From an optimization exercise on the open Yosys and OpenROAD flow, aimed at small area, a short achievable clock period and few clock cycles per item; shortcuts taken in it are not production practice. Function was checked by simulation only, so behaviour that the tests miss may differ from the original.

==> maple <==
Design ray_sphere_nearest_hit_unit, start of the top module:
module ray_sphere_nearest_hit_unit #(
    parameter int MAX_SPHERES  = 8,
    parameter int IMAGE_HEIGHT = 480
) (
    input  logic                                  clk,
    input  logic                                  rst_n,
    input  logic                                  in_valid,
    output logic                                  in_stall,
    input  logic [rsnh_pkg::IN_WORD_W-1:0]        in_word_bits,
    output logic                                  out_valid,
    input  logic                                  out_stall,
    output logic [rsnh_pkg::OUT_WORD_W-1:0]       out_word_bits,
    input  logic                                  cfg_we,
    input  logic [rsnh_pkg::CFG_INDEX_W-1:0]      cfg_index,
    input  logic [rsnh_pkg::CFG_DATA_W-1:0]       cfg_data
);
clock: 11.0 ns
lec_check: 0
cap_margin: 20
core_margin: 2
core_utilization: 55
setup_slack_margin: 1.0
slew_margin: 20
run.sh (not shown) runs the stock make flow with config.mk's settings and CLKGATE_MAP_FILE= SYNTH_SCRIPT=/design/flow/synth_recipe.tcl, a recipe that flattens the netlist after the stock synthesis.
==> inputs of raven, as changes to maple <==
- SETUP_SLACK_MARGIN: 1.0 -> 2.0
==> summary of the runs <==
Area after synthesis is the same in raven and maple.
In maple the clock-buffer cell count is lower than in raven, by 20.
In flip-flop and latch count, raven and maple do not differ.
Synthesized cell count is the same in raven and maple.
Of maple and raven, raven has the higher utilization (gap 1.3 points).
Between raven and maple, the lower fmax is in maple (gap about 5%, measured against maple).
Against raven, the clock skew of maple is lower by 18 ps.
Against maple, the worst hold slack of raven is worse by 13 ps.
==> figures <==
quantity	maple	raven
Outcome	complete, no violations	complete, no violations
Critical path data arrival time	10,520 ps	10,050 ps
WL met3	52,900 um	50,900 um
Startpoint of the tightest hold check path	u_t0.e2_c[20]$_DFF_P_	u_t0.sq_h[51]$_DFF_P_
Number of buffers created by CTS	342	343
Sequential cell area share	34.5%	33.8%
Fraction of final layout cells sized beyond drive strength 1	10.4%	12.7%
Area occupied by multi-input gates	129,000 um2	131,000 um2
# fillers	33,500	33,100
Final design utilization	60.8%	62.0%
Non-Clock Buffer Area Fraction	2.47%	3.61%
Met1 usage in global routing	42.4%	43.5%
Slowest Stage Delay on Critical Path	570 ps	550 ps
Post-CTS Repair Setup Buffers	8	184
Drt via density	5.92	5.95
Crit path buffers/inverters	3	6
Worst Skew	58.8 ps	76.5 ps
Share of the clock period used by the worst path	89.1%	84.7%
Testbench counts of maple, summed over its fixed seeds: cycles 16,565, pixels 4,096.
Testbench counts of raven, summed over its fixed seeds: cycles 16,565, pixels 4,096.

==> inputs of build 44 <==
ray_sphere_nearest_hit_unit, a different RTL version from the one above (not shown whole).
clock: 11.0 ns
lec_check: 0
cap_margin: 20
core_margin: 2
core_utilization: 55
setup_slack_margin: 3.0
slew_margin: 20
==> build 67 (differences from build 44) <==
--- a/flow/design.v
+++ b/flow/design.v
@@ -60,67 +60,73 @@
 `default_nettype wire
 `default_nettype none
 module rsnh_test_lane (
     input  logic               clk,
     input  logic signed [15:0] eye_x,
     input  logic signed [15:0] eye_y,
     input  logic signed [15:0] eye_z,
     input  logic [62:0]        geom,
-    input  logic [35:0]        c_e3,
+    input  logic [35:0]        c_in,
     input  logic signed [15:0] e1_dx,
     input  logic signed [15:0] e1_dy,
     input  logic signed [15:0] e1_dz,
     output logic [17:0]        root,
     output logic signed [19:0] h,
     output logic               neg
 );
     localparam int NSQ = 7;
     logic signed [16:0] e1_ox, e1_oy, e1_oz;
+    logic [35:0]        e1_c;
     always_ff @(posedge clk)
     begin
         e1_ox <= {eye_x[15], eye_x} - {geom[62], geom[62:47]};
         e1_oy <= {eye_y[15], eye_y} - {geom[46], geom[46:31]};
         e1_oz <= {eye_z[15], eye_z} - {geom[30], geom[30:15]};
+        e1_c  <= c_in;
     end
     logic [24:0][34:0]  dot_rows;
     logic [34:0]        dot_s, dot_c;
     logic [34:0]        e2_ds, e2_dc;
+    logic [35:0]        e2_c;
     logic signed [34:0] e2_dot;
     rsnh_dotrows u_dot (
         .a0(e1_dx), .a1(e1_dy), .a2(e1_dz),
         .b0(e1_ox), .b1(e1_oy), .b2(e1_oz),
         .rows(dot_rows)
     );
     rsnh_csa #(.N(25), .W(35)) u_dcs (.rows(dot_rows), .sum(dot_s), .carry(dot_c));
     always_ff @(posedge clk)
     begin
         e2_ds <= dot_s;
         e2_dc <= dot_c;
+        e2_c  <= e1_c;
     end
     assign e2_dot = e2_ds + e2_dc;
     logic signed [19:0] e3_h;
+    logic [35:0]        e3_c;
     logic signed [34:0] e2_dotr;
     assign e2_dotr = e2_dot + (e2_dot[34] ? 35'sd8191 : 35'sd8192);
     always_ff @(posedge clk)
     begin
         e3_h <= e2_dotr[33:14];
+        e3_c <= e2_c;
     end
     logic signed [38:0] e4_disc;
     logic signed [19:0] e4_h;
     logic [17:0]        h_mag;
     logic [19:0]        h_neg;
     logic [18:0][38:0]  h_rows;
     logic [38:0]        disc_s, disc_c;
     logic [38:0]        e4_ds, e4_dc;
     assign h_neg = 20'd0 - e3_h;
     assign h_mag = e3_h[19] ? h_neg[17:0] : e3_h[17:0];
     rsnh_sqrows #(.W(18), .AW(39)) u_hsq (.x(h_mag), .neg(1'b0), .rows(h_rows));
     rsnh_csa #(.N(21), .W(39)) u_hcs (
-        .rows ({h_rows, ~{{3{c_e3[35]}}, c_e3}, 39'd1}),
+        .rows ({h_rows, ~{{3{e3_c[35]}}, e3_c}, 39'd1}),
         .sum  (disc_s),
         .carry(disc_c)
     );
     always_ff @(posedge clk)
     begin
         e4_h  <= e3_h;
         e4_ds <= disc_s;
         e4_dc <= disc_c;
@@ -559,23 +565,26 @@
     end
     logic [62:0] geom_rd;
     logic [23:0] rgb_rd;
     logic [2:0]  i_k;
     logic [2:0]  rgb_addr;
     logic [2:0]  cj_e;
     logic        c_we;
     logic [35:0] a_acc;
+    logic [35:0] c_rd, c_rd1;
     logic [62:0] geom_rd1;
     logic [35:0] c_mem [8];
     always_ff @(posedge clk)
     begin
         if (c_we)
             c_mem[cj_e] <= a_acc;
     end
+    assign c_rd  = c_mem[{i_k[1:0], 1'b0}];
+    assign c_rd1 = c_mem[{i_k[1:0], 1'b1}];
     rsnh_sphere_mem #(.DEPTH(8), .ADDR_W(3)) u_mem (
         .clk          (clk),
         .wr_en        (wr_en),
         .wr_addr      (s0_w[108:106]),
         .wr_geom      (s0_w[105:43]),
         .wr_rgb       (s0_w[42:19]),
         .geom_rd_addr (cj_busy ? cj_e : {i_k[1:0], 1'b0}),
         .geom_rd      (geom_rd),
@@ -989,23 +998,23 @@
     always_ff @(posedge clk)
     begin
         e1_dx <= i_dx;
         e1_dy <= i_dy;
         e1_dz <= i_dz;
     end
     rsnh_test_lane u_t0 (
         .clk(clk), .eye_x(eye_x), .eye_y(eye_y), .eye_z(eye_z),
-        .geom(geom_rd), .c_e3(c_mem[{tp[2][2:1], 1'b0}]),
+        .geom(geom_rd), .c_in(c_rd),
         .e1_dx(e1_dx), .e1_dy(e1_dy), .e1_dz(e1_dz),
         .root(l_root[0]), .h(l_h[0]), .neg(l_neg[0])
     );
     rsnh_test_lane u_t1 (
         .clk(clk), .eye_x(eye_x), .eye_y(eye_y), .eye_z(eye_z),
-        .geom(geom_rd1), .c_e3(c_mem[{tp[2][2:1], 1'b1}]),
+        .geom(geom_rd1), .c_in(c_rd1),
         .e1_dx(e1_dx), .e1_dy(e1_dy), .e1_dz(e1_dz),
         .root(l_root[1]), .h(l_h[1]), .neg(l_neg[1])
     );
     logic               fv, flast, fnul, fshade, fv1;
     logic [1:0]         fj;
     logic [1:0][20:0]   t_near, t_far, t_sel;
     logic [1:0]         l_hit;
     logic               pick1;
==> qor summary <==
| quantity | build 44 | build 67 |
|---|---|---|
| Run status | complete, no violations | complete, no violations |
| Layout multi-input combinational cell count | 16,100 | 15,900 |
| Multi-input combinational cell area | 141,000 um2 | 140,000 um2 |
| Worst setup skew after layout | 0.105 ns | 0.111 ns |
| Number of clock buffer instances in the layout | 512 | 551 |
| Repair and plain buffers | 594 | 619 |
| Via count of the first global-routing pass | 171,000 | 171,000 |
| Share of the yosys chip area belonging to registers | 39.0% | 40.3% |
| Crit-path slowest cell | sky130_fd_sc_hd__or3b_2 | sky130_fd_sc_hd__dfstp_2 |
| Number of fill cells | 37,800 | 38,300 |
| FFs w/ async S/R, synth | 4.58% | 4.33% |
| Average instance area after synthesis | 10.8 um2 | 10.9 um2 |
Testbench counts of build 44, summed over its fixed seeds: cycles 16,465, pixels 4,096.
Testbench counts of build 67, summed over its fixed seeds: cycles 16,465, pixels 4,096.

## afterwards: timing with drivers on the ports
How much do the figures lean on ideal ports? The routed layouts below were timed once more, with nothing changed but the port constraints. Step 1: set_driving_cell puts a clkbuf_16 on clk and a buf_2 on each other input, an assumption about the parent block. Step 2 adds t to the input delays and takes it off the output delays; t is the mean of the earliest and latest rising clock arrival at the registers after step 1. Input paths then give back, and output paths get back, about the clock's delay inside the block. Slacks: ideal ports / drivers / drivers and shift; pairs: ideal ports / drivers.
run	shift t [ns]	slack for setup (ns)	worst hold slack (ns)	clock arrival spread, ns
maple	1.070	1.197 / 1.197 / 1.197	0.294 / 0.294 / 0.294	0.075 / 0.075
raven	1.056	1.678 / 1.678 / 1.678	0.282 / 0.282 / 0.282	0.089 / 0.089
build 44	1.123	3.322 / 3.322 / 3.322	0.287 / 0.287 / 0.287	0.110 / 0.111
build 67	1.132	3.207 / 3.207 / 3.207	0.293 / 0.293 / 0.293	0.112 / 0.112
After both steps setup and hold are still met in every run listed.
